This is an optimization exercise on Yosys and OpenROAD, whose aim is small area, a short achievable clock period and few clock cycles per item, not a production implementation.
Only simulation tests tie the RTL to the original design; equivalence was not proved.

File: design/flow/design.v
    function automatic logic [7:0] get_byte(input logic [127:0] b, input integer n);
        get_byte = b[8*(15-n) +: 8];
    endfunction
    function automatic logic [31:0] get_word(input logic [127:0] b, input integer k);
        get_word = {get_byte(b, k + 12), get_byte(b, k + 8), get_byte(b, k + 4), get_byte(b, k)};
    endfunction
    function automatic logic [7:0] rcon(input logic [3:0] i);
        case (i)
            4'd1:    rcon = 8'h01;
            4'd2:    rcon = 8'h02;
            4'd3:    rcon = 8'h04;
            4'd4:    rcon = 8'h08;
            4'd5:    rcon = 8'h10;
            4'd6:    rcon = 8'h20;
            4'd7:    rcon = 8'h40;
            4'd8:    rcon = 8'h80;
            4'd9:    rcon = 8'h1b;
            4'd10:   rcon = 8'h36;
            default: rcon = 8'h00;
        endcase
    endfunction
`timescale 1ns/1ps
module aes_dec_regs (
    input  logic         clk,
    input  logic         avs_read_i,
    input  logic         avs_write_i,
    input  logic [3:0]   avs_address_i,
    input  logic [31:0]  avs_writedata_i,
    input  logic         decrypt_busy_i,
    input  logic         key_ready_i,
    input  logic [127:0] plaintext_i,
    output logic [31:0]  avs_readdata_o,
    output logic         avs_waitrequest_o,
    output logic         expand_start_o,
    output logic         decrypt_start_o,
    output logic [127:0] cipher_key_o,
    output logic [127:0] ciphertext_o
);
    function automatic logic [7:0] get_byte(input logic [127:0] b, input integer n);
        get_byte = b[8*(15-n) +: 8];
    endfunction
    function automatic logic [31:0] get_word(input logic [127:0] b, input integer k);
        get_word = {get_byte(b, k + 12), get_byte(b, k + 8), get_byte(b, k + 4), get_byte(b, k)};
    endfunction
    function automatic logic [7:0] rcon(input logic [3:0] i);
        case (i)
            4'd1:    rcon = 8'h01;
            4'd2:    rcon = 8'h02;
            4'd3:    rcon = 8'h04;
            4'd4:    rcon = 8'h08;
            4'd5:    rcon = 8'h10;
            4'd6:    rcon = 8'h20;
            4'd7:    rcon = 8'h40;
            4'd8:    rcon = 8'h80;
            4'd9:    rcon = 8'h1b;
            4'd10:   rcon = 8'h36;
            default: rcon = 8'h00;
        endcase
    endfunction
    logic [3:0]   addr;
    logic         sel_key;
    logic         sel_ct;
    logic         sel_exp;
    logic         sel_dec;
    logic         wr_acc;
    logic [127:0] key_q;
    logic [127:0] ct_q;
    assign addr    = avs_address_i;
    assign sel_key = (addr[3:2] == 2'd0);
    assign sel_ct  = (addr[3:2] == 2'd1);
    assign sel_exp = (addr == 4'(8));
    assign sel_dec = (addr == 4'(9));
    assign avs_waitrequest_o = (avs_read_i  && sel_key && decrypt_busy_i) ||
                               (avs_write_i && sel_exp && decrypt_busy_i) ||
                               (avs_write_i && sel_dec && !key_ready_i);
    assign wr_acc          = avs_write_i && !avs_waitrequest_o;
    assign expand_start_o  = wr_acc && sel_exp;
    assign decrypt_start_o = wr_acc && sel_dec;
    always_ff @(posedge clk) begin
        for (int k = 0; k < 4; k++) begin
            for (int i = 0; i < 4; i++) begin
                if (wr_acc && sel_key && addr[1:0] == 2'(k)) begin
                    key_q[8*(15-(k+4*i)) +: 8] <= avs_writedata_i[8*i +: 8];
                end
                if (wr_acc && sel_ct && addr[1:0] == 2'(k)) begin
                    ct_q[8*(15-(k+4*i)) +: 8] <= avs_writedata_i[8*i +: 8];
                end
            end
        end
    end
    assign cipher_key_o = key_q;
    assign ciphertext_o = ct_q;
    always_comb begin
        avs_readdata_o = '0;
        if (sel_key) begin
            avs_readdata_o = get_word(plaintext_i, addr[1:0]);
        end
    end
endmodule
`timescale 1ns/1ps
module aes_key_expand (
    input  logic         clk,
    input  logic         rst_n,
    input  logic         expand_start_i,
    input  logic         decrypt_start_i,
    input  logic         decrypt_busy_i,
    input  logic [127:0] cipher_key_i,
    output logic         key_ready_o,
    output logic         last_round_o,
    output logic [127:0] whiten_key_o,
    output logic [127:0] round_key_o
);
    function automatic logic [7:0] get_byte(input logic [127:0] b, input integer n);
        get_byte = b[8*(15-n) +: 8];
    endfunction
    function automatic logic [31:0] get_word(input logic [127:0] b, input integer k);
        get_word = {get_byte(b, k + 12), get_byte(b, k + 8), get_byte(b, k + 4), get_byte(b, k)};
    endfunction
    function automatic logic [7:0] rcon(input logic [3:0] i);
        case (i)
            4'd1:    rcon = 8'h01;
            4'd2:    rcon = 8'h02;
            4'd3:    rcon = 8'h04;
            4'd4:    rcon = 8'h08;
            4'd5:    rcon = 8'h10;
            4'd6:    rcon = 8'h20;
            4'd7:    rcon = 8'h40;
            4'd8:    rcon = 8'h80;
            4'd9:    rcon = 8'h1b;
            4'd10:   rcon = 8'h36;
            default: rcon = 8'h00;
        endcase
    endfunction
    localparam logic [3:0] LAST_IDX = 4'(10);
    logic [127:0] rk_q;      
    logic [3:0]   idx_q;
    logic [31:0]  sub_q;     
    logic         walk;      
    logic         step_back;
    logic [31:0]  k0, k1, k2, k3;
    logic [31:0]  sub;
    logic [31:0]  w0;
    logic [127:0] fwd_key;
    logic [127:0] bwd_key;
    assign {k0, k1, k2, k3} = rk_q;
    assign walk      = !decrypt_busy_i && (idx_q != LAST_IDX);
    assign step_back = decrypt_start_i || (decrypt_busy_i && idx_q != 4'd1);
    for (genvar i = 0; i < 4; i++) begin : g_sbox
        aes_sbox u_sbox (.x(sub_q[8*((i+3)%4) +: 8]), .y(sub[8*i +: 8]));
    end
    assign w0      = k0 ^ sub ^ {rcon(walk ? idx_q + 4'd1 : idx_q), 24'h000000};
    assign fwd_key = {w0, k1 ^ w0, k2 ^ k1 ^ w0, k3 ^ k2 ^ k1 ^ w0};
    assign bwd_key = {w0, k0 ^ k1, k1 ^ k2, k2 ^ k3};
    always_ff @(posedge clk) begin
        if (!rst_n) begin
            idx_q <= LAST_IDX;
        end else if (expand_start_i) begin
            idx_q <= 4'd0;
        end else if (step_back) begin
            idx_q <= idx_q - 4'd1;
        end else if (walk) begin
            idx_q <= idx_q + 4'd1;
        end
    end
    always_ff @(posedge clk) begin
        if (expand_start_i) begin
            rk_q  <= cipher_key_i;
            sub_q <= cipher_key_i[31:0];
        end else if (step_back) begin
            rk_q  <= bwd_key;
            sub_q <= k3 ^ k1;                  
        end else if (decrypt_busy_i) begin
            sub_q <= k3;                       
        end else if (walk) begin
            rk_q  <= fwd_key;
            if (idx_q == LAST_IDX - 4'd1) begin
                sub_q <= k3;                   
            end else begin
                sub_q <= fwd_key[31:0];
            end
        end
    end
    assign key_ready_o  = (idx_q == LAST_IDX) && !decrypt_busy_i;
    assign last_round_o = (idx_q == 4'd1);
    assign whiten_key_o = rk_q;
    assign round_key_o  = bwd_key;
endmodule
`timescale 1ns/1ps
module aes_dec_core (
    input  logic         clk,
    input  logic         rst_n,
    input  logic         decrypt_start_i,
    input  logic         last_round_i,
    input  logic [127:0] ciphertext_i,
    input  logic [127:0] whiten_key_i,
    input  logic [127:0] round_key_i,
    output logic         decrypt_busy_o,
    output logic [127:0] plaintext_o
);
    function automatic logic [7:0] get_byte(input logic [127:0] b, input integer n);
        get_byte = b[8*(15-n) +: 8];
    endfunction
    function automatic logic [31:0] get_word(input logic [127:0] b, input integer k);
        get_word = {get_byte(b, k + 12), get_byte(b, k + 8), get_byte(b, k + 4), get_byte(b, k)};
    endfunction
    function automatic logic [7:0] rcon(input logic [3:0] i);
        case (i)
            4'd1:    rcon = 8'h01;
            4'd2:    rcon = 8'h02;
            4'd3:    rcon = 8'h04;
            4'd4:    rcon = 8'h08;
            4'd5:    rcon = 8'h10;
            4'd6:    rcon = 8'h20;
            4'd7:    rcon = 8'h40;
            4'd8:    rcon = 8'h80;
            4'd9:    rcon = 8'h1b;
            4'd10:   rcon = 8'h36;
            default: rcon = 8'h00;
        endcase
    endfunction
    logic         busy_q;
    logic [127:0] state_q;
    logic [127:0] imc;
    logic [127:0] sub_in;
    logic [127:0] nxt;
    for (genvar c = 0; c < 4; c++) begin : g_imc
        aes_imc_col u_imc (
            .a({state_q[127-32*c-24 -: 8], state_q[127-32*c-16 -: 8],
                state_q[127-32*c-8 -: 8], state_q[127-32*c -: 8]}),
            .y({imc[127-32*c-24 -: 8], imc[127-32*c-16 -: 8],
                imc[127-32*c-8 -: 8], imc[127-32*c -: 8]})
        );
    end
    assign sub_in = busy_q ? imc : (ciphertext_i ^ whiten_key_i);
    for (genvar r = 0; r < 4; r++) begin : g_row
        for (genvar c = 0; c < 4; c++) begin : g_col
            aes_inv_sbox_ark u_isbox (
                .x({round_key_i[8*(15-(r+4*c)) +: 8],
                    sub_in[8*(15-(r+4*((c+4-r)%4))) +: 8]}),
                .y(nxt[8*(15-(r+4*c)) +: 8])
            );
        end
    end
    always_ff @(posedge clk) begin
        if (!rst_n) begin
            busy_q <= 1'b0;
        end else if (decrypt_start_i) begin
            busy_q <= 1'b1;
        end else if (last_round_i) begin
            busy_q <= 1'b0;
        end
    end
    always_ff @(posedge clk) begin
        if (decrypt_start_i || busy_q) begin
            state_q <= nxt;
        end
    end
    assign decrypt_busy_o = busy_q;
    assign plaintext_o    = state_q;
endmodule
module aes_g_xor(input logic a, input logic b, output logic y);
    assign y = a ^ b;
endmodule
module aes_g_xnor(input logic a, input logic b, output logic y);
    assign y = ~(a ^ b);
endmodule
module aes_g_and(input logic a, input logic b, output logic y);
    assign y = a & b;
endmodule
module aes_g_nand(input logic a, input logic b, output logic y);
    assign y = ~(a & b);
endmodule
module aes_g_or(input logic a, input logic b, output logic y);
    assign y = a | b;
endmodule
module aes_g_nor(input logic a, input logic b, output logic y);
    assign y = ~(a | b);
endmodule
module aes_g_andn(input logic a, input logic b, output logic y);
    assign y = ~a & b;
endmodule
module aes_g_nandn(input logic a, input logic b, output logic y);
    assign y = a | ~b;
endmodule
module aes_inv_sbox_ark (
    input  logic [15:0] x,
    output logic [7:0] y
);
    logic P0, P1, P2, P3, P4, P5, P6, P7, P8, P9, P10, P11;
    logic P12, P13, P14, P15, P16, P17, P18, P19, P20, P21, P22, P23;
    logic P24, P25, P26, P27, P28, P29, M1, M2, M3, M4, M5, M6;
    logic M7, M8, M9, M10, M11, M12, M13, M14, M15, M16, M17, M18;
    logic M19, M20, M21, M22, M23, M24, M25, M26, M27, M28, M29, M30;
    logic M31, M32, M33, M34, M35, M36, M37, M38, M39, M40, M41, M42;
    logic M43, M44, M45, M46, M47, M48, M49, M50, M51, M52, M53, M54;
    logic M55, M56, M57, M58, M59, M60, M61, M62, M63, Q0, Q1, Q2;
    logic Q3, Q4, Q5, Q6, Q7, Q8, Q9, Q10, Q11, Q12, Q13, Q14;
    logic Q15, Q16, Q17, Q18, Q19, Q20, Q21, Q22, Q23, Q24, Q25, Q26;
    logic Q27, Q28, Q29, Q30, Q31, Q32, Q33, Q34, Q35, Q36, Q37, Q38;
    logic Q39, Q40, Q41, Q42;
    aes_g_xor u0 (.a(x[4]), .b(x[6]), .y(P0));
    aes_g_xor u1 (.a(x[0]), .b(x[1]), .y(P1));
    aes_g_xnor u2 (.a(x[3]), .b(x[4]), .y(P2));
    aes_g_xor u3 (.a(x[6]), .b(x[7]), .y(P3));
    aes_g_xor u4 (.a(P0), .b(P1), .y(P4));
    aes_g_xor u5 (.a(x[2]), .b(x[5]), .y(P5));
    aes_g_xor u6 (.a(x[0]), .b(x[3]), .y(P6));
    aes_g_xor u7 (.a(x[3]), .b(x[6]), .y(P7));
    aes_g_xor u8 (.a(x[7]), .b(P0), .y(P8));
    aes_g_xor u9 (.a(P1), .b(P3), .y(P9));
    aes_g_xor u10 (.a(x[1]), .b(x[2]), .y(P10));
    aes_g_xor u11 (.a(x[0]), .b(x[5]), .y(P11));
    aes_g_xor u12 (.a(x[2]), .b(x[3]), .y(P12));
    aes_g_xor u13 (.a(x[2]), .b(x[7]), .y(P13));
    aes_g_xnor u14 (.a(x[4]), .b(x[7]), .y(P14));
    aes_g_xor u15 (.a(x[1]), .b(x[5]), .y(P15));
    aes_g_xnor u16 (.a(P3), .b(P6), .y(P16));
    aes_g_xor u17 (.a(x[7]), .b(P5), .y(P17));
    aes_g_xnor u18 (.a(x[5]), .b(P2), .y(P18));
    aes_g_xor u19 (.a(P7), .b(P15), .y(P19));
    aes_g_xor u20 (.a(P1), .b(P7), .y(P20));
    aes_g_xor u21 (.a(P0), .b(P11), .y(P21));
    aes_g_xor u22 (.a(P1), .b(P2), .y(P22));
    aes_g_xnor u23 (.a(P2), .b(P10), .y(P23));
    aes_g_xnor u24 (.a(P0), .b(P5), .y(P24));
    aes_g_xnor u25 (.a(x[0]), .b(P2), .y(P25));
    aes_g_xor u26 (.a(P4), .b(P13), .y(P26));
    aes_g_xor u27 (.a(P9), .b(P12), .y(P27));
    aes_g_xor u28 (.a(x[3]), .b(P8), .y(P28));
    aes_g_xnor u29 (.a(x[5]), .b(P4), .y(P29));
    aes_g_nor u30 (.a(P9), .b(P24), .y(M1));
    aes_g_nor u31 (.a(P14), .b(P8), .y(M2));
    aes_g_xnor u32 (.a(P27), .b(M1), .y(M3));
    aes_g_nor u33 (.a(P4), .b(P17), .y(M4));
    aes_g_xor u34 (.a(M4), .b(M1), .y(M5));
    aes_g_nor u35 (.a(P22), .b(P19), .y(M6));
    aes_g_nor u36 (.a(P0), .b(P25), .y(M7));
    aes_g_xnor u37 (.a(P21), .b(M6), .y(M8));
    aes_g_nor u38 (.a(P20), .b(P29), .y(M9));
    aes_g_xor u39 (.a(M9), .b(M6), .y(M10));
    aes_g_nor u40 (.a(P2), .b(P26), .y(M11));
    aes_g_nor u41 (.a(P28), .b(P23), .y(M12));
    aes_g_xor u42 (.a(M12), .b(M11), .y(M13));
    aes_g_nor u43 (.a(P3), .b(P16), .y(M14));
    aes_g_xor u44 (.a(M14), .b(M11), .y(M15));
    aes_g_xor u45 (.a(M3), .b(M2), .y(M16));
    aes_g_xnor u46 (.a(M5), .b(P6), .y(M17));
    aes_g_xor u47 (.a(M8), .b(M7), .y(M18));
    aes_g_xor u48 (.a(M10), .b(M15), .y(M19));
    aes_g_xor u49 (.a(M16), .b(M13), .y(M20));
    aes_g_xor u50 (.a(M17), .b(M15), .y(M21));
    aes_g_xor u51 (.a(M18), .b(M13), .y(M22));
    aes_g_xnor u52 (.a(M19), .b(P18), .y(M23));
    aes_g_xnor u53 (.a(M22), .b(M23), .y(M24));
    aes_g_nand u54 (.a(M22), .b(M20), .y(M25));
    aes_g_xor u55 (.a(M21), .b(M25), .y(M26));
    aes_g_xnor u56 (.a(M20), .b(M21), .y(M27));
    aes_g_xor u57 (.a(M23), .b(M25), .y(M28));
    aes_g_nor u58 (.a(M28), .b(M27), .y(M29));
    aes_g_nor u59 (.a(M26), .b(M24), .y(M30));
    aes_g_nand u60 (.a(M20), .b(M23), .y(M31));
    aes_g_nor u61 (.a(M27), .b(M31), .y(M32));
    aes_g_xor u62 (.a(M27), .b(M25), .y(M33));
    aes_g_nand u63 (.a(M21), .b(M22), .y(M34));
    aes_g_nor u64 (.a(M24), .b(M34), .y(M35));
    aes_g_xor u65 (.a(M24), .b(M25), .y(M36));
    aes_g_xnor u66 (.a(M21), .b(M29), .y(M37));
    aes_g_xnor u67 (.a(M32), .b(M33), .y(M38));
    aes_g_xnor u68 (.a(M23), .b(M30), .y(M39));
    aes_g_xnor u69 (.a(M35), .b(M36), .y(M40));
    aes_g_xnor u70 (.a(M38), .b(M40), .y(M41));
    aes_g_xnor u71 (.a(M37), .b(M39), .y(M42));
    aes_g_xnor u72 (.a(M37), .b(M38), .y(M43));
    aes_g_xnor u73 (.a(M39), .b(M40), .y(M44));
    aes_g_xnor u74 (.a(M42), .b(M41), .y(M45));
    aes_g_nor u75 (.a(M44), .b(P24), .y(M46));
    aes_g_nor u76 (.a(M40), .b(P8), .y(M47));
    aes_g_nor u77 (.a(M39), .b(P17), .y(M48));
    aes_g_nor u78 (.a(M43), .b(P19), .y(M49));
    aes_g_nor u79 (.a(M38), .b(P25), .y(M50));
    aes_g_nor u80 (.a(M37), .b(P29), .y(M51));
    aes_g_nor u81 (.a(M42), .b(P26), .y(M52));
    aes_g_nor u82 (.a(M45), .b(P23), .y(M53));
    aes_g_nor u83 (.a(M41), .b(P16), .y(M54));
    aes_g_nor u84 (.a(M44), .b(P9), .y(M55));
    aes_g_nor u85 (.a(M40), .b(P14), .y(M56));
    aes_g_nor u86 (.a(M39), .b(P4), .y(M57));
    aes_g_nor u87 (.a(M43), .b(P22), .y(M58));
    aes_g_nor u88 (.a(M38), .b(P0), .y(M59));
    aes_g_nor u89 (.a(M37), .b(P20), .y(M60));
    aes_g_nor u90 (.a(M42), .b(P2), .y(M61));
    aes_g_nor u91 (.a(M45), .b(P28), .y(M62));
    aes_g_nor u92 (.a(M41), .b(P3), .y(M63));
    aes_g_xor u93 (.a(M52), .b(M61), .y(Q0));
    aes_g_xor u94 (.a(M58), .b(Q0), .y(Q1));
    aes_g_xor u95 (.a(M59), .b(Q1), .y(Q2));
    aes_g_xor u96 (.a(M54), .b(M62), .y(Q3));
    aes_g_xor u97 (.a(M47), .b(M50), .y(Q4));
    aes_g_xor u98 (.a(M48), .b(M56), .y(Q5));
    aes_g_xor u99 (.a(Q2), .b(Q3), .y(Q6));
    aes_g_xor u100 (.a(M57), .b(M63), .y(Q7));
    aes_g_xor u101 (.a(M60), .b(Q4), .y(Q8));
    aes_g_xor u102 (.a(M49), .b(Q5), .y(Q9));
    aes_g_xor u103 (.a(M46), .b(M51), .y(Q10));
    aes_g_xor u104 (.a(M50), .b(M53), .y(Q11));
    aes_g_xor u105 (.a(Q8), .b(Q9), .y(Q12));
    aes_g_xor u106 (.a(Q2), .b(Q11), .y(Q13));
    aes_g_xor u107 (.a(M59), .b(x[14]), .y(Q14));
    aes_g_xor u108 (.a(M54), .b(M63), .y(Q15));
    aes_g_xor u109 (.a(M48), .b(x[12]), .y(Q16));
    aes_g_xor u110 (.a(M51), .b(x[15]), .y(Q17));
    aes_g_xor u111 (.a(M57), .b(x[13]), .y(Q18));
    aes_g_xor u112 (.a(x[10]), .b(Q4), .y(Q19));
    aes_g_xor u113 (.a(M55), .b(M61), .y(Q20));
    aes_g_xor u114 (.a(Q5), .b(Q7), .y(Q21));
    aes_g_xor u115 (.a(M49), .b(Q17), .y(Q22));
    aes_g_xor u116 (.a(M55), .b(Q15), .y(Q23));
    aes_g_xor u117 (.a(M49), .b(x[9]), .y(Q24));
    aes_g_xor u118 (.a(x[8]), .b(Q7), .y(Q25));
    aes_g_xor u119 (.a(M46), .b(Q16), .y(Q26));
    aes_g_xor u120 (.a(Q10), .b(Q19), .y(Q27));
    aes_g_xor u121 (.a(Q14), .b(Q23), .y(Q28));
    aes_g_xor u122 (.a(x[11]), .b(Q10), .y(Q29));
    aes_g_xor u123 (.a(Q20), .b(Q25), .y(Q30));
    aes_g_xor u124 (.a(M62), .b(Q24), .y(Q31));
    aes_g_xor u125 (.a(Q3), .b(Q12), .y(Q32));
    aes_g_xor u126 (.a(Q21), .b(Q29), .y(Q33));
    aes_g_xor u127 (.a(Q0), .b(Q12), .y(Q34));
    aes_g_xor u128 (.a(Q1), .b(Q18), .y(Q35));
    aes_g_xor u129 (.a(Q28), .b(Q34), .y(Q36));
    aes_g_xor u130 (.a(Q32), .b(Q35), .y(Q37));
    aes_g_xor u131 (.a(Q13), .b(Q33), .y(Q38));
    aes_g_xor u132 (.a(Q13), .b(Q31), .y(Q39));
    aes_g_xor u133 (.a(Q6), .b(Q26), .y(Q40));
    aes_g_xor u134 (.a(Q6), .b(Q22), .y(Q41));
    aes_g_xor u135 (.a(Q6), .b(Q27), .y(Q42));
    assign y[0] = Q30;
    assign y[1] = Q39;
    assign y[2] = Q42;
    assign y[3] = Q38;
    assign y[4] = Q40;
    assign y[5] = Q37;
    assign y[6] = Q36;
    assign y[7] = Q41;
endmodule
module aes_sbox (
    input  logic [7:0] x,
    output logic [7:0] y
);
    logic T1, T2, T3, T4, T5, T6, T7, T8, T9, T10, T11, T12;
    logic T13, T14, T15, T16, T17, T18, T19, T20, T21, T22, T23, T24;
    logic T25, T26, T27, M1, M2, M3, M4, M5, M6, M7, M8, M9;
    logic M10, M11, M12, M13, M14, M15, M16, M17, M18, M19, M20, M21;
    logic M22, M23, M24, M25, M26, M27, M28, M29, M30, M31, M32, M33;
    logic M34, M35, M36, M37, M38, M39, M40, M41, M42, M43, M44, M45;
    logic M46, M47, M48, M49, M50, M51, M52, M53, M54, M55, M56, M57;
    logic M58, M59, M60, M61, M62, M63, L0, L1, L2, L3, L4, L5;
    logic L6, L7, L8, L9, L10, L11, L12, L13, L14, L15, L16, L17;
    logic L18, L19, L20, L21, L22, L23, L24, L25, L26, L27, L28, L29;
    logic S0, S1, S2, S3, S4, S5, S6, S7;
    aes_g_xnor u0 (.a(x[7]), .b(x[4]), .y(T1));
    aes_g_xnor u1 (.a(x[7]), .b(x[2]), .y(T2));
    aes_g_xnor u2 (.a(x[7]), .b(x[1]), .y(T3));
    aes_g_xnor u3 (.a(x[4]), .b(x[2]), .y(T4));
    aes_g_xor u4 (.a(x[3]), .b(x[1]), .y(T5));
    aes_g_xor u5 (.a(T1), .b(T5), .y(T6));
    aes_g_xor u6 (.a(x[6]), .b(x[5]), .y(T7));
    aes_g_xor u7 (.a(x[0]), .b(T6), .y(T8));
    aes_g_xnor u8 (.a(x[0]), .b(T7), .y(T9));
    aes_g_xor u9 (.a(T6), .b(T7), .y(T10));
    aes_g_xor u10 (.a(x[6]), .b(x[2]), .y(T11));
    aes_g_xor u11 (.a(x[5]), .b(x[2]), .y(T12));
    aes_g_xnor u12 (.a(T3), .b(T4), .y(T13));
    aes_g_xnor u13 (.a(T6), .b(T11), .y(T14));
    aes_g_xnor u14 (.a(T5), .b(T11), .y(T15));
    aes_g_xnor u15 (.a(T5), .b(T12), .y(T16));
    aes_g_xnor u16 (.a(T9), .b(T16), .y(T17));
    aes_g_xor u17 (.a(x[4]), .b(x[0]), .y(T18));
    aes_g_xor u18 (.a(T7), .b(T18), .y(T19));
    aes_g_xor u19 (.a(T1), .b(T19), .y(T20));
    aes_g_xor u20 (.a(x[1]), .b(x[0]), .y(T21));
    aes_g_xnor u21 (.a(T7), .b(T21), .y(T22));
    aes_g_xnor u22 (.a(T2), .b(T22), .y(T23));
    aes_g_xor u23 (.a(T2), .b(T10), .y(T24));
    aes_g_xor u24 (.a(T20), .b(T17), .y(T25));
    aes_g_xor u25 (.a(T3), .b(T16), .y(T26));
    aes_g_xor u26 (.a(T1), .b(T12), .y(T27));
    aes_g_nor u27 (.a(T13), .b(T6), .y(M1));
    aes_g_nor u28 (.a(T23), .b(T8), .y(M2));
    aes_g_xor u29 (.a(T14), .b(M1), .y(M3));
    aes_g_nand u30 (.a(T19), .b(x[0]), .y(M4));
    aes_g_xnor u31 (.a(M4), .b(M1), .y(M5));
    aes_g_nor u32 (.a(T3), .b(T16), .y(M6));
    aes_g_nor u33 (.a(T22), .b(T9), .y(M7));
    aes_g_xor u34 (.a(T26), .b(M6), .y(M8));
    aes_g_nor u35 (.a(T20), .b(T17), .y(M9));
    aes_g_xor u36 (.a(M9), .b(M6), .y(M10));
    aes_g_nor u37 (.a(T1), .b(T15), .y(M11));
    aes_g_nor u38 (.a(T4), .b(T27), .y(M12));
    aes_g_xor u39 (.a(M12), .b(M11), .y(M13));
    aes_g_nor u40 (.a(T2), .b(T10), .y(M14));
    aes_g_xor u41 (.a(M14), .b(M11), .y(M15));
    aes_g_xor u42 (.a(M3), .b(M2), .y(M16));
    aes_g_xor u43 (.a(M5), .b(T24), .y(M17));
    aes_g_xor u44 (.a(M8), .b(M7), .y(M18));
    aes_g_xor u45 (.a(M10), .b(M15), .y(M19));
    aes_g_xor u46 (.a(M16), .b(M13), .y(M20));
    aes_g_xor u47 (.a(M17), .b(M15), .y(M21));
    aes_g_xor u48 (.a(M18), .b(M13), .y(M22));
    aes_g_xor u49 (.a(M19), .b(T25), .y(M23));
    aes_g_xnor u50 (.a(M22), .b(M23), .y(M24));
    aes_g_nand u51 (.a(M22), .b(M20), .y(M25));
    aes_g_xor u52 (.a(M21), .b(M25), .y(M26));
    aes_g_xnor u53 (.a(M20), .b(M21), .y(M27));
    aes_g_xor u54 (.a(M23), .b(M25), .y(M28));
    aes_g_nor u55 (.a(M28), .b(M27), .y(M29));
    aes_g_nor u56 (.a(M26), .b(M24), .y(M30));
    aes_g_nand u57 (.a(M20), .b(M23), .y(M31));
    aes_g_nor u58 (.a(M27), .b(M31), .y(M32));
    aes_g_xor u59 (.a(M27), .b(M25), .y(M33));
    aes_g_nand u60 (.a(M21), .b(M22), .y(M34));
    aes_g_nor u61 (.a(M24), .b(M34), .y(M35));
    aes_g_xor u62 (.a(M24), .b(M25), .y(M36));
    aes_g_xnor u63 (.a(M21), .b(M29), .y(M37));
    aes_g_xnor u64 (.a(M32), .b(M33), .y(M38));
    aes_g_xor u65 (.a(M23), .b(M30), .y(M39));
    aes_g_xnor u66 (.a(M35), .b(M36), .y(M40));
    aes_g_xnor u67 (.a(M38), .b(M40), .y(M41));
    aes_g_xor u68 (.a(M37), .b(M39), .y(M42));
    aes_g_xnor u69 (.a(M37), .b(M38), .y(M43));
    aes_g_xor u70 (.a(M39), .b(M40), .y(M44));
    aes_g_xnor u71 (.a(M42), .b(M41), .y(M45));
    aes_g_nor u72 (.a(M44), .b(T6), .y(M46));
    aes_g_nor u73 (.a(M40), .b(T8), .y(M47));
    aes_g_nand u74 (.a(M39), .b(x[0]), .y(M48));
    aes_g_nor u75 (.a(M43), .b(T16), .y(M49));
    aes_g_nor u76 (.a(M38), .b(T9), .y(M50));
    aes_g_nor u77 (.a(M37), .b(T17), .y(M51));
    aes_g_nor u78 (.a(M42), .b(T15), .y(M52));
    aes_g_nor u79 (.a(M45), .b(T27), .y(M53));
    aes_g_nor u80 (.a(M41), .b(T10), .y(M54));
    aes_g_nor u81 (.a(M44), .b(T13), .y(M55));
    aes_g_nor u82 (.a(M40), .b(T23), .y(M56));
    aes_g_nand u83 (.a(M39), .b(T19), .y(M57));
    aes_g_nor u84 (.a(M43), .b(T3), .y(M58));
    aes_g_nor u85 (.a(M38), .b(T22), .y(M59));
    aes_g_nor u86 (.a(M37), .b(T20), .y(M60));
    aes_g_nor u87 (.a(M42), .b(T1), .y(M61));
    aes_g_nor u88 (.a(M45), .b(T4), .y(M62));
    aes_g_nor u89 (.a(M41), .b(T2), .y(M63));
    aes_g_xor u90 (.a(M61), .b(M62), .y(L0));
    aes_g_xor u91 (.a(M50), .b(M56), .y(L1));
    aes_g_xnor u92 (.a(M46), .b(M48), .y(L2));
    aes_g_xor u93 (.a(M47), .b(M55), .y(L3));
    aes_g_xor u94 (.a(M54), .b(M58), .y(L4));
    aes_g_xor u95 (.a(M49), .b(M61), .y(L5));
    aes_g_xor u96 (.a(M62), .b(L5), .y(L6));
    aes_g_xor u97 (.a(M46), .b(L3), .y(L7));
    aes_g_xor u98 (.a(M51), .b(M59), .y(L8));
    aes_g_xor u99 (.a(M52), .b(M53), .y(L9));
    aes_g_xor u100 (.a(M53), .b(L4), .y(L10));
    aes_g_xor u101 (.a(M60), .b(L2), .y(L11));
    aes_g_xnor u102 (.a(M48), .b(M51), .y(L12));
    aes_g_xor u103 (.a(M50), .b(L0), .y(L13));
    aes_g_xor u104 (.a(M52), .b(M61), .y(L14));
    aes_g_xor u105 (.a(M55), .b(L1), .y(L15));
    aes_g_xor u106 (.a(M56), .b(L0), .y(L16));
    aes_g_xnor u107 (.a(M57), .b(L1), .y(L17));
    aes_g_xor u108 (.a(M58), .b(L8), .y(L18));
    aes_g_xor u109 (.a(M63), .b(L4), .y(L19));
    aes_g_xor u110 (.a(L0), .b(L1), .y(L20));
    aes_g_xor u111 (.a(L1), .b(L7), .y(L21));
    aes_g_xor u112 (.a(L3), .b(L12), .y(L22));
    aes_g_xor u113 (.a(L18), .b(L2), .y(L23));
    aes_g_xor u114 (.a(L15), .b(L9), .y(L24));
    aes_g_xor u115 (.a(L6), .b(L10), .y(L25));
    aes_g_xor u116 (.a(L7), .b(L9), .y(L26));
    aes_g_xor u117 (.a(L8), .b(L10), .y(L27));
    aes_g_xor u118 (.a(L11), .b(L14), .y(L28));
    aes_g_xor u119 (.a(L11), .b(L17), .y(L29));
    aes_g_xor u120 (.a(L6), .b(L24), .y(S0));
    aes_g_xnor u121 (.a(L16), .b(L26), .y(S1));
    aes_g_xnor u122 (.a(L19), .b(L28), .y(S2));
    aes_g_xor u123 (.a(L6), .b(L21), .y(S3));
    aes_g_xor u124 (.a(L20), .b(L22), .y(S4));
    aes_g_xor u125 (.a(L25), .b(L29), .y(S5));
    aes_g_xnor u126 (.a(L13), .b(L27), .y(S6));
    aes_g_xnor u127 (.a(L6), .b(L23), .y(S7));
    assign y[0] = S7;
    assign y[1] = S6;
    assign y[2] = S5;
    assign y[3] = S4;
    assign y[4] = S3;
    assign y[5] = S2;
    assign y[6] = S1;
    assign y[7] = S0;
endmodule
module aes_imc_col (
    input  logic [31:0] a,
    output logic [31:0] y
);
    logic T0, T1, T2, T3, T4, T5, T6, T7, T8, T9, T10, T11;
    logic T12, T13, T14, T15, T16, T17, T18, T19, T20, T21, T22, T23;
    logic T24, T25, T26, T27, T28, T29, T30, T31, T32, T33, T34, T35;
    logic T36, T37, T38, T39, T40, T41, T42, T43, T44, T45, T46, T47;
    logic T48, T49, T50, T51, T52, T53, T54, T55, T56, T57, T58, T59;
    logic T60, T61, T62, T63, T64, T65, T66, T67, T68, T69, T70, T71;
    logic T72, T73, T74, T75, T76, T77, T78, T79, T80, T81, T82, T83;
    logic T84, T85, T86, T87, T88, T89, T90, T91, T92, T93, T94, T95;
    logic T96, T97, T98, T99, T100, T101, T102, T103, T104, T105, T106, T107;
    logic T108, T109, T110, T111, T112, T113, T114, T115, T116, T117, T118, T119;
    logic T120, T121, T122, T123, T124, T125, T126, T127, T128, T129, T130, T131;
    logic T132, T133, T134, T135, T136, T137, T138, T139, T140, T141, T142, T143;
    logic T144, T145, T146, T147, T148, T149, T150, T151, T152, T153, T154, T155;
    logic T156, T157, T158, T159, T160, T161, T162, T163, T164, T165, T166, T167;
    logic T168, T169, T170, T171, T172;
    aes_g_xor u0 (.a(a[13]), .b(a[29]), .y(T0));
    aes_g_xor u1 (.a(a[5]), .b(a[21]), .y(T1));
    aes_g_xor u2 (.a(a[6]), .b(a[22]), .y(T2));
    aes_g_xor u3 (.a(a[14]), .b(a[30]), .y(T3));
    aes_g_xor u4 (.a(T0), .b(T1), .y(T4));
    aes_g_xor u5 (.a(a[11]), .b(a[23]), .y(T5));
    aes_g_xor u6 (.a(a[7]), .b(a[27]), .y(T6));
    aes_g_xor u7 (.a(a[19]), .b(a[31]), .y(T7));
    aes_g_xor u8 (.a(a[3]), .b(a[15]), .y(T8));
    aes_g_xor u9 (.a(a[18]), .b(T3), .y(T9));
    aes_g_xor u10 (.a(a[10]), .b(T2), .y(T10));
    aes_g_xor u11 (.a(a[1]), .b(T4), .y(T11));
    aes_g_xor u12 (.a(a[9]), .b(a[25]), .y(T12));
    aes_g_xor u13 (.a(a[4]), .b(a[20]), .y(T13));
    aes_g_xor u14 (.a(a[12]), .b(a[28]), .y(T14));
    aes_g_xor u15 (.a(a[0]), .b(a[16]), .y(T15));
    aes_g_xor u16 (.a(a[8]), .b(a[24]), .y(T16));
    aes_g_xor u17 (.a(a[26]), .b(T10), .y(T17));
    aes_g_xor u18 (.a(a[2]), .b(T9), .y(T18));
    aes_g_xor u19 (.a(T5), .b(T7), .y(T19));
    aes_g_xor u20 (.a(T6), .b(T8), .y(T20));
    aes_g_xor u21 (.a(a[17]), .b(T12), .y(T21));
    aes_g_xor u22 (.a(a[7]), .b(a[23]), .y(T22));
    aes_g_xor u23 (.a(a[15]), .b(a[31]), .y(T23));
    aes_g_xor u24 (.a(a[17]), .b(T2), .y(T24));
    aes_g_xor u25 (.a(T15), .b(T16), .y(T25));
    aes_g_xor u26 (.a(T13), .b(T14), .y(T26));
    aes_g_xor u27 (.a(T19), .b(T20), .y(T27));
    aes_g_xor u28 (.a(T3), .b(T4), .y(T28));
    aes_g_xor u29 (.a(T11), .b(T21), .y(T29));
    aes_g_xor u30 (.a(T17), .b(T18), .y(T30));
    aes_g_xor u31 (.a(T11), .b(T24), .y(T31));
    aes_g_xor u32 (.a(a[15]), .b(a[23]), .y(T32));
    aes_g_xor u33 (.a(a[7]), .b(a[31]), .y(T33));
    aes_g_xor u34 (.a(a[23]), .b(a[31]), .y(T34));
    aes_g_xor u35 (.a(a[7]), .b(a[15]), .y(T35));
    aes_g_xor u36 (.a(a[2]), .b(a[17]), .y(T36));
    aes_g_xor u37 (.a(T5), .b(T8), .y(T37));
    aes_g_xor u38 (.a(a[4]), .b(T7), .y(T38));
    aes_g_xor u39 (.a(T5), .b(T6), .y(T39));
    aes_g_xor u40 (.a(T15), .b(T23), .y(T40));
    aes_g_xor u41 (.a(T2), .b(T14), .y(T41));
    aes_g_xor u42 (.a(T3), .b(T13), .y(T42));
    aes_g_xor u43 (.a(T2), .b(T16), .y(T43));
    aes_g_xor u44 (.a(T16), .b(T22), .y(T44));
    aes_g_xor u45 (.a(T0), .b(T8), .y(T45));
    aes_g_xor u46 (.a(T1), .b(T23), .y(T46));
    aes_g_xor u47 (.a(T0), .b(T22), .y(T47));
    aes_g_xor u48 (.a(a[26]), .b(T25), .y(T48));
    aes_g_xor u49 (.a(T1), .b(T39), .y(T49));
    aes_g_xor u50 (.a(T4), .b(T43), .y(T50));
    aes_g_xor u51 (.a(a[6]), .b(T26), .y(T51));
    aes_g_xor u52 (.a(a[22]), .b(T26), .y(T52));
    aes_g_xor u53 (.a(T17), .b(T40), .y(T53));
    aes_g_xor u54 (.a(T18), .b(T44), .y(T54));
    aes_g_xor u55 (.a(T27), .b(T41), .y(T55));
    aes_g_xor u56 (.a(T28), .b(T32), .y(T56));
    aes_g_xor u57 (.a(T27), .b(T42), .y(T57));
    aes_g_xor u58 (.a(a[13]), .b(a[30]), .y(T58));
    aes_g_xor u59 (.a(a[5]), .b(a[22]), .y(T59));
    aes_g_xor u60 (.a(a[4]), .b(a[28]), .y(T60));
    aes_g_xor u61 (.a(a[7]), .b(a[30]), .y(T61));
    aes_g_xor u62 (.a(a[1]), .b(a[9]), .y(T62));
    aes_g_xor u63 (.a(a[12]), .b(a[20]), .y(T63));
    aes_g_xor u64 (.a(a[1]), .b(a[25]), .y(T64));
    aes_g_xor u65 (.a(a[21]), .b(a[29]), .y(T65));
    aes_g_xor u66 (.a(a[14]), .b(a[23]), .y(T66));
    aes_g_xor u67 (.a(a[5]), .b(a[14]), .y(T67));
    aes_g_xor u68 (.a(a[8]), .b(a[16]), .y(T68));
    aes_g_xor u69 (.a(a[3]), .b(a[10]), .y(T69));
    aes_g_xor u70 (.a(a[2]), .b(a[19]), .y(T70));
    aes_g_xor u71 (.a(a[15]), .b(a[30]), .y(T71));
    aes_g_xor u72 (.a(a[12]), .b(a[21]), .y(T72));
    aes_g_xor u73 (.a(a[0]), .b(a[8]), .y(T73));
    aes_g_xor u74 (.a(a[11]), .b(a[18]), .y(T74));
    aes_g_xor u75 (.a(a[5]), .b(a[28]), .y(T75));
    aes_g_xor u76 (.a(a[16]), .b(a[24]), .y(T76));
    aes_g_xor u77 (.a(a[9]), .b(a[24]), .y(T77));
    aes_g_xor u78 (.a(a[9]), .b(a[26]), .y(T78));
    aes_g_xor u79 (.a(a[14]), .b(a[31]), .y(T79));
    aes_g_xor u80 (.a(a[25]), .b(T3), .y(T80));
    aes_g_xor u81 (.a(T7), .b(T69), .y(T81));
    aes_g_xor u82 (.a(T15), .b(T33), .y(T82));
    aes_g_xor u83 (.a(T34), .b(T68), .y(T83));
    aes_g_xor u84 (.a(a[24]), .b(T15), .y(T84));
    aes_g_xor u85 (.a(a[12]), .b(T13), .y(T85));
    aes_g_xor u86 (.a(a[29]), .b(T63), .y(T86));
    aes_g_xor u87 (.a(a[16]), .b(T35), .y(T87));
    aes_g_xor u88 (.a(T33), .b(T76), .y(T88));
    aes_g_xor u89 (.a(T6), .b(T12), .y(T89));
    aes_g_xor u90 (.a(a[0]), .b(T35), .y(T90));
    aes_g_xor u91 (.a(T7), .b(T75), .y(T91));
    aes_g_xor u92 (.a(a[28]), .b(T13), .y(T92));
    aes_g_xor u93 (.a(a[21]), .b(T58), .y(T93));
    aes_g_xor u94 (.a(T6), .b(T14), .y(T94));
    aes_g_xor u95 (.a(a[13]), .b(T59), .y(T95));
    aes_g_xor u96 (.a(a[27]), .b(T36), .y(T96));
    aes_g_xor u97 (.a(a[29]), .b(T67), .y(T97));
    aes_g_xor u98 (.a(T12), .b(T70), .y(T98));
    aes_g_xor u99 (.a(T3), .b(T12), .y(T99));
    aes_g_xor u100 (.a(a[20]), .b(T14), .y(T100));
    aes_g_xor u101 (.a(a[6]), .b(T65), .y(T101));
    aes_g_xor u102 (.a(a[0]), .b(T34), .y(T102));
    aes_g_xor u103 (.a(a[13]), .b(T60), .y(T103));
    aes_g_xor u104 (.a(a[8]), .b(T82), .y(T104));
    aes_g_xor u105 (.a(T9), .b(T25), .y(T105));
    aes_g_xor u106 (.a(T38), .b(T94), .y(T106));
    aes_g_xor u107 (.a(a[20]), .b(T45), .y(T107));
    aes_g_xor u108 (.a(T19), .b(T92), .y(T108));
    aes_g_xor u109 (.a(T10), .b(T96), .y(T109));
    aes_g_xor u110 (.a(T45), .b(T72), .y(T110));
    aes_g_xor u111 (.a(a[25]), .b(T83), .y(T111));
    aes_g_xor u112 (.a(T20), .b(T74), .y(T112));
    aes_g_xor u113 (.a(T4), .b(T81), .y(T113));
    aes_g_xor u114 (.a(T46), .b(T61), .y(T114));
    aes_g_xor u115 (.a(T10), .b(T64), .y(T115));
    aes_g_xor u116 (.a(T88), .b(T99), .y(T116));
    aes_g_xor u117 (.a(T37), .b(T98), .y(T117));
    aes_g_xor u118 (.a(T24), .b(T78), .y(T118));
    aes_g_xor u119 (.a(T37), .b(T100), .y(T119));
    aes_g_xor u120 (.a(T46), .b(T66), .y(T120));
    aes_g_xor u121 (.a(T47), .b(T79), .y(T121));
    aes_g_xor u122 (.a(T77), .b(T90), .y(T122));
    aes_g_xor u123 (.a(T36), .b(T80), .y(T123));
    aes_g_xor u124 (.a(T20), .b(T85), .y(T124));
    aes_g_xor u125 (.a(T19), .b(T25), .y(T125));
    aes_g_xor u126 (.a(T9), .b(T62), .y(T126));
    aes_g_xor u127 (.a(T21), .b(T73), .y(T127));
    aes_g_xor u128 (.a(T47), .b(T71), .y(T128));
    aes_g_xor u129 (.a(T11), .b(T116), .y(T129));
    aes_g_xor u130 (.a(T50), .b(T102), .y(T130));
    aes_g_xor u131 (.a(T28), .b(T117), .y(T131));
    aes_g_xor u132 (.a(T89), .b(T105), .y(T132));
    aes_g_xor u133 (.a(T18), .b(T106), .y(T133));
    aes_g_xor u134 (.a(T49), .b(T103), .y(T134));
    aes_g_xor u135 (.a(T52), .b(T121), .y(T135));
    aes_g_xor u136 (.a(T51), .b(T128), .y(T136));
    aes_g_xor u137 (.a(T109), .b(T125), .y(T137));
    aes_g_xor u138 (.a(T52), .b(T114), .y(T138));
    aes_g_xor u139 (.a(T48), .b(T112), .y(T139));
    aes_g_xor u140 (.a(T51), .b(T120), .y(T140));
    aes_g_xor u141 (.a(T18), .b(T119), .y(T141));
    aes_g_xor u142 (.a(T38), .b(T110), .y(T142));
    aes_g_xor u143 (.a(T50), .b(T87), .y(T143));
    aes_g_xor u144 (.a(T49), .b(T86), .y(T144));
    aes_g_xor u145 (.a(T28), .b(T104), .y(T145));
    aes_g_xor u146 (.a(T17), .b(T124), .y(T146));
    aes_g_xor u147 (.a(T91), .b(T107), .y(T147));
    aes_g_xor u148 (.a(T17), .b(T108), .y(T148));
    aes_g_xor u149 (.a(T11), .b(T137), .y(T149));
    aes_g_xor u150 (.a(T55), .b(T93), .y(T150));
    aes_g_xor u151 (.a(T53), .b(T123), .y(T151));
    aes_g_xor u152 (.a(T29), .b(T146), .y(T152));
    aes_g_xor u153 (.a(T54), .b(T118), .y(T153));
    aes_g_xor u154 (.a(T53), .b(T126), .y(T154));
    aes_g_xor u155 (.a(T56), .b(T84), .y(T155));
    aes_g_xor u156 (.a(T56), .b(T127), .y(T156));
    aes_g_xor u157 (.a(T30), .b(T142), .y(T157));
    aes_g_xor u158 (.a(T30), .b(T147), .y(T158));
    aes_g_xor u159 (.a(T29), .b(T148), .y(T159));
    aes_g_xor u160 (.a(T55), .b(T97), .y(T160));
    aes_g_xor u161 (.a(T31), .b(T139), .y(T161));
    aes_g_xor u162 (.a(T48), .b(T131), .y(T162));
    aes_g_xor u163 (.a(T30), .b(T144), .y(T163));
    aes_g_xor u164 (.a(T29), .b(T133), .y(T164));
    aes_g_xor u165 (.a(T54), .b(T115), .y(T165));
    aes_g_xor u166 (.a(T30), .b(T134), .y(T166));
    aes_g_xor u167 (.a(T31), .b(T122), .y(T167));
    aes_g_xor u168 (.a(T29), .b(T141), .y(T168));
    aes_g_xor u169 (.a(T57), .b(T101), .y(T169));
    aes_g_xor u170 (.a(T31), .b(T111), .y(T170));
    aes_g_xor u171 (.a(T113), .b(T132), .y(T171));
    aes_g_xor u172 (.a(T57), .b(T95), .y(T172));
    assign y[0] = T143;
    assign y[1] = T156;
    assign y[2] = T154;
    assign y[3] = T149;
    assign y[4] = T168;
    assign y[5] = T157;
    assign y[6] = T172;
    assign y[7] = T140;
    assign y[8] = T155;
    assign y[9] = T170;
    assign y[10] = T153;
    assign y[11] = T171;
    assign y[12] = T159;
    assign y[13] = T163;
    assign y[14] = T150;
    assign y[15] = T135;
    assign y[16] = T130;
    assign y[17] = T129;
    assign y[18] = T151;
    assign y[19] = T161;
    assign y[20] = T164;
    assign y[21] = T158;
    assign y[22] = T169;
    assign y[23] = T138;
    assign y[24] = T145;
    assign y[25] = T167;
    assign y[26] = T165;
    assign y[27] = T162;
    assign y[28] = T152;
    assign y[29] = T166;
    assign y[30] = T160;
    assign y[31] = T136;
endmodule
`timescale 1ns/1ps
module aes_dec_top (
    input  logic        clk,
    input  logic        rst_n,
    input  logic        avs_read_i,
    input  logic        avs_write_i,
    input  logic [3:0]  avs_address_i,
    input  logic [31:0] avs_writedata_i,
    output logic [31:0] avs_readdata_o,
    output logic        avs_waitrequest_o
);
    logic         expand_start;
    logic         decrypt_start;
    logic         decrypt_busy;
    logic         key_ready;
    logic         last_round;
    logic [127:0] cipher_key;
    logic [127:0] ciphertext;
    logic [127:0] plaintext;
    logic [127:0] whiten_key;
    logic [127:0] round_key;
    aes_dec_regs i_aes_dec_regs (
        .clk               (clk),
        .avs_read_i        (avs_read_i),
        .avs_write_i       (avs_write_i),
        .avs_address_i     (avs_address_i),
        .avs_writedata_i   (avs_writedata_i),
        .decrypt_busy_i    (decrypt_busy),
        .key_ready_i       (key_ready),
        .plaintext_i       (plaintext),
        .avs_readdata_o    (avs_readdata_o),
        .avs_waitrequest_o (avs_waitrequest_o),
        .expand_start_o    (expand_start),
        .decrypt_start_o   (decrypt_start),
        .cipher_key_o      (cipher_key),
        .ciphertext_o      (ciphertext)
    );
    aes_key_expand i_aes_key_expand (
        .clk             (clk),
        .rst_n           (rst_n),
        .expand_start_i  (expand_start),
        .decrypt_start_i (decrypt_start),
        .decrypt_busy_i  (decrypt_busy),
        .cipher_key_i    (cipher_key),
        .key_ready_o     (key_ready),
        .last_round_o    (last_round),
        .whiten_key_o    (whiten_key),
        .round_key_o     (round_key)
    );
    aes_dec_core i_aes_dec_core (
        .clk             (clk),
        .rst_n           (rst_n),
        .decrypt_start_i (decrypt_start),
        .last_round_i    (last_round),
        .ciphertext_i    (ciphertext),
        .whiten_key_i    (whiten_key),
        .round_key_i     (round_key),
        .decrypt_busy_o  (decrypt_busy),
        .plaintext_o     (plaintext)
    );
endmodule
File: design/flow/run.sh
#!/bin/bash
# synth_recipe.tcl (not shown) runs the flow's synth.tcl, then flattens the netlist and writes it again
# the make line also repeats each setting of config.mk as NAME=value (left out here)
make -C /OpenROAD-flow-scripts/flow DESIGN_CONFIG=/design/flow/config.mk WORK_HOME=/design/flow/orfs CLKGATE_MAP_FILE= SYNTH_SCRIPT=/design/flow/synth_recipe.tcl finish
File: design/flow/config.mk
export PLATFORM = sky130hd
export DESIGN_NAME = aes_dec_top
export DESIGN_NICKNAME = aes_dec_top
export VERILOG_FILES = /design/flow/design.v
export SDC_FILE = /design/flow/constraint.sdc
export NUM_CORES = 8
export LEC_CHECK = 0
export CAP_MARGIN = 20
export CORE_MARGIN = 2
export CORE_UTILIZATION = 30
export SETUP_SLACK_MARGIN = 2.1
export SLEW_MARGIN = 20
export SYNTH_HIERARCHICAL = 1
File: design/flow/constraint.sdc
create_clock -name core_clock -period 9.0 [get_ports {clk}]
set_input_delay 1.8000 -clock core_clock [delete_from_list [all_inputs] [get_ports {clk}]]
set_output_delay 1.8000 -clock core_clock [all_outputs]
set_load 0.01 [all_outputs]
==> impl_metrics.csv, run 1 <==
group,metric,value,unit
grt,grt_max_degree,183,
logic_synthesis,synthSimpleGateAreaFrac,8.79,%
timing,min_period,6.88,ns
clock_tree,cts_buffers,61,
timing,rsz0062_at_grt,"yes",
logic_synthesis,yosysSeqAreaShare,29.9,%
logic_synthesis,synth_edf_count,544,
grt,antenna_found_initial,12,
route,antenna_left,0,
final_layout,layout-drive-gt1-share,19.0,%
setup_path,rr_endpoint,"i_aes_dec_core.state_q[11]$_DFFE_PP_",
grt,use_met3,2.71,%
setup_path,cp-end-kind,"flop",
placed_design,port_buffers,72,
route,wl_per_cell,23.1,um
logic_synthesis,synth_nets,5739,
logic_synthesis,synth_seq_cells,549,
setup_path,cp_common_cell,"xor2_2",
clock_tree,cts_tree,"yes",
timing,final_max_slew_viol_count,0,
floorplan,start_util,30.1,%
floorplan,io_pins,73,
setup_path,rr_startpoint,"i_aes_dec_core.state_q[71]$_DFFE_PP_",
final_layout,area_growth,18.7,%
timing,finalSetupViolCount,0,
floorplan,die_w,432,um
timing,worst_pin_slew,1.11,ns
clock_tree,postCtsHoldBufs,0,
setup_path,crit_required,9.44,ns
logic_synthesis,yosys_warnings,9,
logic_synthesis,ys.flop_type,"edfxtp_1",
grt,grt_pass1_wl,265,mm
timing,tns,0,ns
grt,grt_use_met2,31.5,%
setup_path,cp_max_fo,4,
timing,fmax,0.145,GHz
setup_path,critPathLaunch,"i_aes_dec_core.state_q[71]$_DFFE_PP_",
final_layout,utilization,35.8,%
floorplan,core,0.183,mm2
timing,hold_viol_final,0,
setup_path,crit_type,"flop to flop",
setup_path,worstSetupEndpoint,"i_aes_dec_core.state_q[11]$_DFFE_PP_",
logic_synthesis,syn_area,0.0550,mm2
logic_synthesis,synth_cell_types,61,
route,route.detailed.drc,0,
grt,track_usage,19.3,%
route,viasPerCell,4.77,
route,finalWirelength,189,mm
clock_tree,clk_latency,0.67,ns
floorplan,fp-row-count,157,
route,vias,38900,
final_layout,ff_latch_area,0.0164,mm2
grt,grt_overflow,0,
logic_synthesis,yosys.area.top_type,"xor2_1",
clock_tree,clk_pin_slew,0.07,ns
placed_design,hpwl,144,mm
final_layout,multi_input_area,0.0409,mm2
route,dr.pass1.iters,6,
logic_synthesis,synthXorXnorAreaFrac,50.2,%
final_layout,layout.nets,5764,
setup_path,worstRegToRegCells,26,
logic_synthesis,synth_compound_area_share,3.84,%
setup_path,slowest_delay,0.55,ns
clock_tree,cts_max_level,2,
final_layout,fillers,18100,
setup_path,critPathArrivalTime,7.32,ns
setup_path,r2r_setup_slack,2.12,ns
logic_synthesis,synthArstFlopShare,0,%
logic_synthesis,synth_top_area_share,38.7,%
timing,maxSlewHeadroom,25.0,%
grt,use_met1,26.2,%
logic_synthesis,synth_top_family_by_area,"XOR/XNOR gates",
logic_synthesis,synthAdderAreaFrac,0.0909,%
min_path,min_path_type,"flop to flop",
grt,grt_pass1_vias,37800,
logic_synthesis,synthMuxAreaShare,2.10,%
logic_synthesis,avgSynthCellArea,9.66,um2
flow_run,drv_cap,0,
clock_tree,clockBufferDepth,3,
route,first_iter_violations,3733,
grt,grt-busiest-layer,"met2",
floorplan,fp.dieH,432,um
clock_tree,numClockSinks,549,
floorplan,die_area,0.187,mm2
timing,fin_skew,0.0309,ns
clock_tree,root_buffer,"clkbuf_16",
outcome,outcome,"no timing/DRC/antenna violations",
logic_synthesis,syn_inst,5695,
logic_synthesis,synth.area.top_cells,"xor2_1, edfxtp_1, xnor2_1",
timing,fin_crit_sh,76.4,%
setup_path,worstSetupStartpointType,"flop",
placed_design,place.gp.congestion,0.980,
setup_path,cpMaxStageDelayCell,"edfxtp_1",
## modules after synthesis (local to each module, per instance), a selection
| module | area [um2] | flip-flops and latches |
|---|---|---|
| aes_dec_core | 6730 | 129 |
| aes_dec_regs | 8810 | 256 |
| aes_g_nand | 3.75 | 0 |
| aes_g_nor | 3.75 | 0 |
| aes_g_xnor | 8.76 | 0 |
| aes_g_xor | 8.76 | 0 |
| aes_imc_col | 240 | 0 |
| aes_inv_sbox_ark | 60.1 | 0 |
| aes_key_expand | 11100 | 164 |
| aes_sbox | 60.1 | 0 |
## critical path, delay by kind of cell, from the launching register on
| family | cells | cell delay, ns |
|---|---|---|
| xor+xnor | 19 | 4.87 |
| simple gates | 4 | 0.65 |
| flops | 1 | 0.55 |
| buf+inv | 2 | 0.35 |
| compound gates | 1 | 0.22 |
## cell type report
| type | instances | area share (%) |
|---|---|---|
| Multi-Input combinational cell | 4744 | 62.6 |
| Sequential cell | 549 | 25.2 |
| Tap cell | 2385 | 4.57 |
| Timing Repair Buffer | 354 | 4.54 |
| Clock buffer | 72 | 2.46 |
| Clock inverter | 42 | 0.607 |
| Inverter | 10 | 0.0632 |
| Antenna cell | 5 | 0.0192 |
## cell usage after synthesis (5+ instances only)
master	n
buf_4	296
o211ai_1	6
a21boi_0	21
mux4_2	32
o21ai_2	84
dfxtp_1	5
edfxtp_1	544
a21oi_1	12
nor2b_1	10
nand4b_1	7
a211oi_1	5
nor2_1	689
xor2_1	2434
xnor3_1	5
inv_1	10
o21ai_1	12
xnor2_1	701
a221oi_1	5
o21ai_0	152
buf_2	7
nand2b_1	6
a21o_1	6
nand2_1	392
nor3_1	25
nand3_1	14
mux2i_1	12
buf_6	22
mux2_2	28
and2_1	37
clkbuf_1	66
## per-layer routing
metal	vias to the layer above	wire length [um]
met3	292	13300
met1	19500	79400
met5	-	71
met4	10	8020
met2	1381	87900
li1	17700	-
## logic make-up (layout without fill, tap and decap cells)
logic type	Yosys count	in the layout
XOR/XNOR	3143	3143
AO/OA/AOI/OAI	320	320
multiplexers	72	72
other	0	5
buffers and inverters	402	478
AND/OR/NAND/NOR	1205	1205
flip-flops	549	549
adder cells (fa/ha/maj)	4	4
## worst min path at each step
stage	from	endpoint	slack, ns	cells after the start
final	i_aes_dec_regs.key_q[74]$_DFFE_PP_	i_aes_key_expand.rk_q[74]$_DFFE_PP_	0.52	2
after global placement	i_aes_dec_regs.key_q[61]$_DFFE_PP_	i_aes_key_expand.rk_q[61]$_DFFE_PP_	0.50	2
after global routing	i_aes_dec_regs.key_q[50]$_DFFE_PP_	i_aes_key_expand.rk_q[50]$_DFFE_PP_	0.55	2
after floorplan	i_aes_dec_regs.key_q[58]$_DFFE_PP_	i_aes_key_expand.rk_q[58]$_DFFE_PP_	0.50	2
after CTS	i_aes_dec_regs.key_q[74]$_DFFE_PP_	i_aes_key_expand.rk_q[74]$_DFFE_PP_	0.53	2
after detailed placement	i_aes_dec_regs.key_q[127]$_DFFE_PP_	i_aes_key_expand.rk_q[127]$_DFFE_PP_	0.51	2
## state kept, by name, summed over array words and instances (netlist names)
signal / count
i_aes_dec_core.busy_q: 1
i_aes_dec_core.state_q: 128
i_aes_dec_regs.ct_q: 128
i_aes_dec_regs.key_q: 128
i_aes_key_expand.idx_q: 4
i_aes_key_expand.rk_q: 128
i_aes_key_expand.sub_q: 32
## layout by cell type (no fill, tap or decap), types with 6 or more instances in the layout
cell and n:
xor2_1 2069, nor2_1 653, xnor2_1 579, edfxtp_1 544, nand2_1 391, xor2_2 279
buf_4 272, o21ai_0 122, xnor2_2 117, o21ai_2 94, xor2_4 88, clkdlybuf4s50_1 70
clkbuf_16 62, and2_1 37, mux4_2 32, nor2_2 29, mux2_2 28, nor3_1 23
a21boi_0 21, o21ai_4 17, o21ai_1 16, nand3_1 14, clkinv_2 13, mux2i_1 12
a21oi_1 11, buf_12 11, nor2b_1 10, clkinv_1 10, inv_1 9, clkbuf_1 8
nor2_4 7, nand4b_1 7, clkinvlp_4 7, xnor2_4 6, nand2b_1 6, o211ai_1 6
bufinv_16 6
## through the flow
| step | hold WS [ns] | std cells | area (um2) | setup slack (ns) |
|---|---|---|---|---|
| final | 0.522 | 8161 | 65300 | 2.12 |
| after global routing | 0.553 | 8156 | 65300 | 1.91 |
| after CTS | 0.526 | 7989 | 61200 | 2.01 |
| after detailed placement | 0.512 | 7839 | 56700 | 0.846 |
| after global placement | 0.503 | 7839 | 56700 | 0.872 |
| after floorplan | 0.498 | 5695 | 55000 | 2.22 |
## timing repair
action,CTS,global route
pin swaps,34,134
setup endpoints to repair,161,173
gates resized for setup,284,387
setup buffers,36,167
Testbench counts, summed over its fixed seeds: cycles 18,925, blocks 895.
==> run 2: changes to the inputs <==
--- a/design/flow/config.mk
+++ b/design/flow/config.mk
@@ -8,6 +8,5 @@
 export CAP_MARGIN = 20
 export CORE_MARGIN = 2
 export CORE_UTILIZATION = 30
-export SETUP_SLACK_MARGIN = 2.1
 export SLEW_MARGIN = 20
 export SYNTH_HIERARCHICAL = 1
==> run 2 against run 1 <==
  * First-iteration DRC count shrank 2.0%
  * Global-route usage shrank 0.32 points
  * Flip-flop and latch count unchanged
  * Hold slack lost 0.019 ns
  * Die area did not move
  * Clock skew is 0.012 ns higher
  * Fmax is 17% lower
  * Core utilization decreased by 3.4 points
  * Synthesized cell count is the same
  * Critical endpoint is now i_aes_dec_core.state_q[71]$_DFFE_PP_
  * Highest routed layer unchanged
==> impl_metrics.csv, run 2 <==
group,metric,value,unit
timing,worst_pin_slew,1.32,ns
floorplan,die_area,0.187,mm2
clock_tree,cts_tree,"yes",
route,dr.pass1.iters,6,
floorplan,fp-row-count,157,
clock_tree,cts_max_level,3,
timing,hold_viol_final,0,
logic_synthesis,yosys.area.top_type,"xor2_1",
clock_tree,clk_latency,0.67,ns
route,vias,37700,
timing,tns,0,ns
min_path,hold_depth,2,
grt,grt_overflow,0,
flow_run,drv_cap,0,
min_path,min_path_type,"flop to flop",
setup_path,crit_type,"flop to flop",
placed_design,hpwl,144,mm
floorplan,fp.dieH,432,um
placed_design,placed_cell_area,0.0568,mm2
clock_tree,postCtsHoldBufs,0,
floorplan,start_util,30.1,%
logic_synthesis,synth_cell_types,61,
timing,final_max_slew_viol_count,0,
setup_path,r2r_setup_slack,0.71,ns
logic_synthesis,synth.area.top_cells,"xor2_1, edfxtp_1, xnor2_1",
logic_synthesis,synth_seq_cells,549,
grt,grt_pass1_vias,37100,
setup_path,cpMaxStageDelayCell,"edfxtp_1",
route,wl_per_cell,22.8,um
setup_path,worstSetupStartpointType,"flop",
timing,fin_crit_sh,92.2,%
setup_path,cp-end-kind,"flop",
setup_path,rr_startpoint,"i_aes_dec_core.state_q[45]$_DFFE_PP_",
clock_tree,numClockSinks,549,
timing,finalSetupViolCount,0,
min_path,hold_end,"i_aes_key_expand.rk_q[122]$_DFFE_PP_",
setup_path,rr_endpoint,"i_aes_dec_core.state_q[71]$_DFFE_PP_",
setup_path,crit_chain,"xor2_1, xor2_1, xor2_1, xor2_1, xor2_1, nand2_1, o21ai_1, xor2_2, xor2_1, xor2_1, nor2_1, xor2_1, xor2_1, xnor2_1, xnor2_1, nor2_1, xnor2_1, xnor2_1, nor2_1, xor2_1, xor2_1, xor2_1, xor2_1, xor2_1",
logic_synthesis,yosysSeqAreaShare,29.9,%
final_layout,fillers,18700,
final_layout,layout-drive-gt1-share,6.68,%
grt,grt_pass1_wl,259,mm
logic_synthesis,syn_area,0.0550,mm2
final_layout,stdcell_area,0.0590,mm2
floorplan,core,0.183,mm2
grt,track_usage,19.0,%
setup_path,critPathArrivalTime,8.68,ns
logic_synthesis,syn_inst,5695,
logic_synthesis,yosys_warnings,9,
logic_synthesis,synth_top_area_share,38.7,%
clock_tree,root_buffer,"clkbuf_16",
logic_synthesis,avgSynthCellArea,9.66,um2
timing,rsz0062_at_grt,"no",
final_layout,area_growth,7.29,%
setup_path,slowest_delay,0.53,ns
setup_path,cp_max_fo,6,
route,antenna_left,0,
timing,fin_skew,0.0429,ns
route,route.detailed.drc,0,
clock_tree,clk_pin_slew,0.06,ns
route,finalWirelength,182,mm
placed_design,pre_cts_slack,0.694,ns
final_layout,layout_common_cells,"xor2_1, xnor2_1, nor2_1, edfxtp_1, nand2_1",
logic_synthesis,synth_edf_count,544,
timing,min_period,8.29,ns
clock_tree,post_cts_buffers,0,
setup_path,cp_common_cell,"xor2_1",
floorplan,io_pins,73,
setup_path,worstRegToRegCells,24,
placed_design,port_buffers,72,
clock_tree,cts_buffers,66,
logic_synthesis,synth_commonest_cells,"xor2_1, xnor2_1, nor2_1, edfxtp_1, nand2_1",
clock_tree,clockBufferDepth,3,
route,first_iter_violations,3657,
setup_path,crit_required,9.39,ns
final_layout,layout.nets,5571,
min_path,min_from,"i_aes_dec_regs.key_q[122]$_DFFE_PP_",
grt,grt_max_degree,176,
final_layout,layout_commonest_cell,"xor2_1",
logic_synthesis,synth_nets,5739,
logic_synthesis,ys.flop_type,"edfxtp_1",
placed_design,place.gp.congestion,0.980,
timing,fmax,0.121,GHz
outcome,outcome,"no timing/DRC/antenna violations",
route,viasPerCell,4.73,
timing,maxSlewHeadroom,12.1,%
grt,antenna_found_initial,10,
timing,setup_slack,0.706,ns
logic_synthesis,yosys.cell_count.top_type,"xor2_1",
logic_synthesis,synthArstFlopShare,0,%
floorplan,die_w,432,um
[run 2: logic make-up (layout without fill, tap and decap cells)]
group	count (synthesis)	in the layout	synth area share (%)
buffers and inverters	402	287	5.10
AND/OR/NAND/NOR	1205	1205	8.79
XOR/XNOR	3143	3143	50.2
AO/OA/AOI/OAI	320	320	3.84
adder cells (fa/ha/maj)	4	4	0.0909
multiplexers	72	72	2.10
flip-flops	549	549	29.9
other	0	2	0
[run 2: cell type report]
cell class | instances | area, um2 | share of cell area (%)
timing repair buffer | 156 | 1380 | 2.34
sequential | 549 | 16400 | 27.8
clock buffer | 75 | 1710 | 2.89
inverter | 10 | 37.5 | 0.0636
clock inverter | 46 | 551 | 0.932
multi-input combinational | 4744 | 35900 | 60.9
tap | 2385 | 2980 | 5.05
antenna | 2 | 5.00 | 0.00848
[run 2: worst max path at each step]
stage                                      endpoint  depth (start not counted)  slack, ns                                 start
4_1_cts        i_aes_dec_core.state_q[71]$_DFFE_PP_                         24       0.64  i_aes_dec_core.state_q[45]$_DFFE_PP_
3_3_place_gp   i_aes_dec_core.state_q[71]$_DFFE_PP_                         24       0.64  i_aes_dec_core.state_q[45]$_DFFE_PP_
6_report       i_aes_dec_core.state_q[71]$_DFFE_PP_                         24       0.71  i_aes_dec_core.state_q[45]$_DFFE_PP_
5_1_grt        i_aes_dec_core.state_q[71]$_DFFE_PP_                         24       0.07  i_aes_dec_core.state_q[45]$_DFFE_PP_
3_5_place_dp   i_aes_dec_core.state_q[71]$_DFFE_PP_                         24       0.69  i_aes_dec_core.state_q[45]$_DFFE_PP_
2_1_floorplan   i_aes_key_expand.sub_q[0]$_DFFE_PP_                          7       1.68                      avs_address_i[1]
[run 2: repair_timing]
action / 4_1_cts / 5_1_grt
hold endpoints to repair: 0 / 0
resized for setup: 0 / 1
endpoints found under the setup margin: 0 / 1
[run 2: layer usage]
layer  routed length, um  vias to the layer above  GRT usage (%)
met5                  12                        -              0
li1                    -                    17700              -
met3               14200                      247           3.80
met4                7620                        2           6.98
met2               82400                     1338           30.4
met1               77500                    18400           25.3
[run 2: Yosys stat by module, one instance, submodules excluded, a selection]
| module | cells | cell area (um2) | flip-flops and latches | times used |
|---|---|---|---|---|
| aes_key_expand | 1126 | 11100 | 164 | 1 |
| aes_imc_col | 32 | 240 | 0 | 4 |
| aes_dec_core | 545 | 6730 | 129 | 1 |
| aes_sbox | 8 | 60.1 | 0 | 4 |
| aes_g_xnor | 1 | 8.76 | 0 | 480 |
| aes_g_nor | 1 | 3.75 | 0 | 608 |
[run 2: worst max-delay path, delay by kind of cell, from the launching register on]
family           cells  cell delay (ns)
AO/OA/AOI/OAI        1             0.38
AND/OR/NAND/NOR      4             0.57
XOR/XNOR            19             6.55
flip-flops           1             0.53
[run 2: metrics by stage]
| stage | instances | utilization (%) | hold slack (ns) |
|---|---|---|---|
| floorplan | 5695 | - | 0.498 |
| global placement | 7841 | 31.1 | 0.505 |
| detailed placement | 7843 | 31.1 | 0.509 |
| CTS | 7964 | 32.3 | 0.492 |
| global route | 7965 | 32.3 | 0.522 |
| finish | 7967 | 32.3 | 0.503 |

static timing again, ports no longer ideal:
No port has a modelled driver above. Below, the same layouts with a new extraction and two added sets of constraints.
Step 1, drivers: a clkbuf_16 drives clk and a buf_2 each remaining input, both assumed.
Step 2 times the ports against the registers' clock, not the clock port: input delays grow and output delays shrink by t, the midpoint of the rising clock arrivals with the driver on.
Slacks: no drivers / after step 1 / after step 2; pairs: no drivers / after step 1.
run	shift t [ns]	slack for setup (ns)	worst setup path after step 2
run 1	0.730	2.121 / 2.121 / 2.121	register to register
run 2	0.720	0.706 / 0.706 / 0.706	register to register
After both steps setup and hold are still met in every run listed.
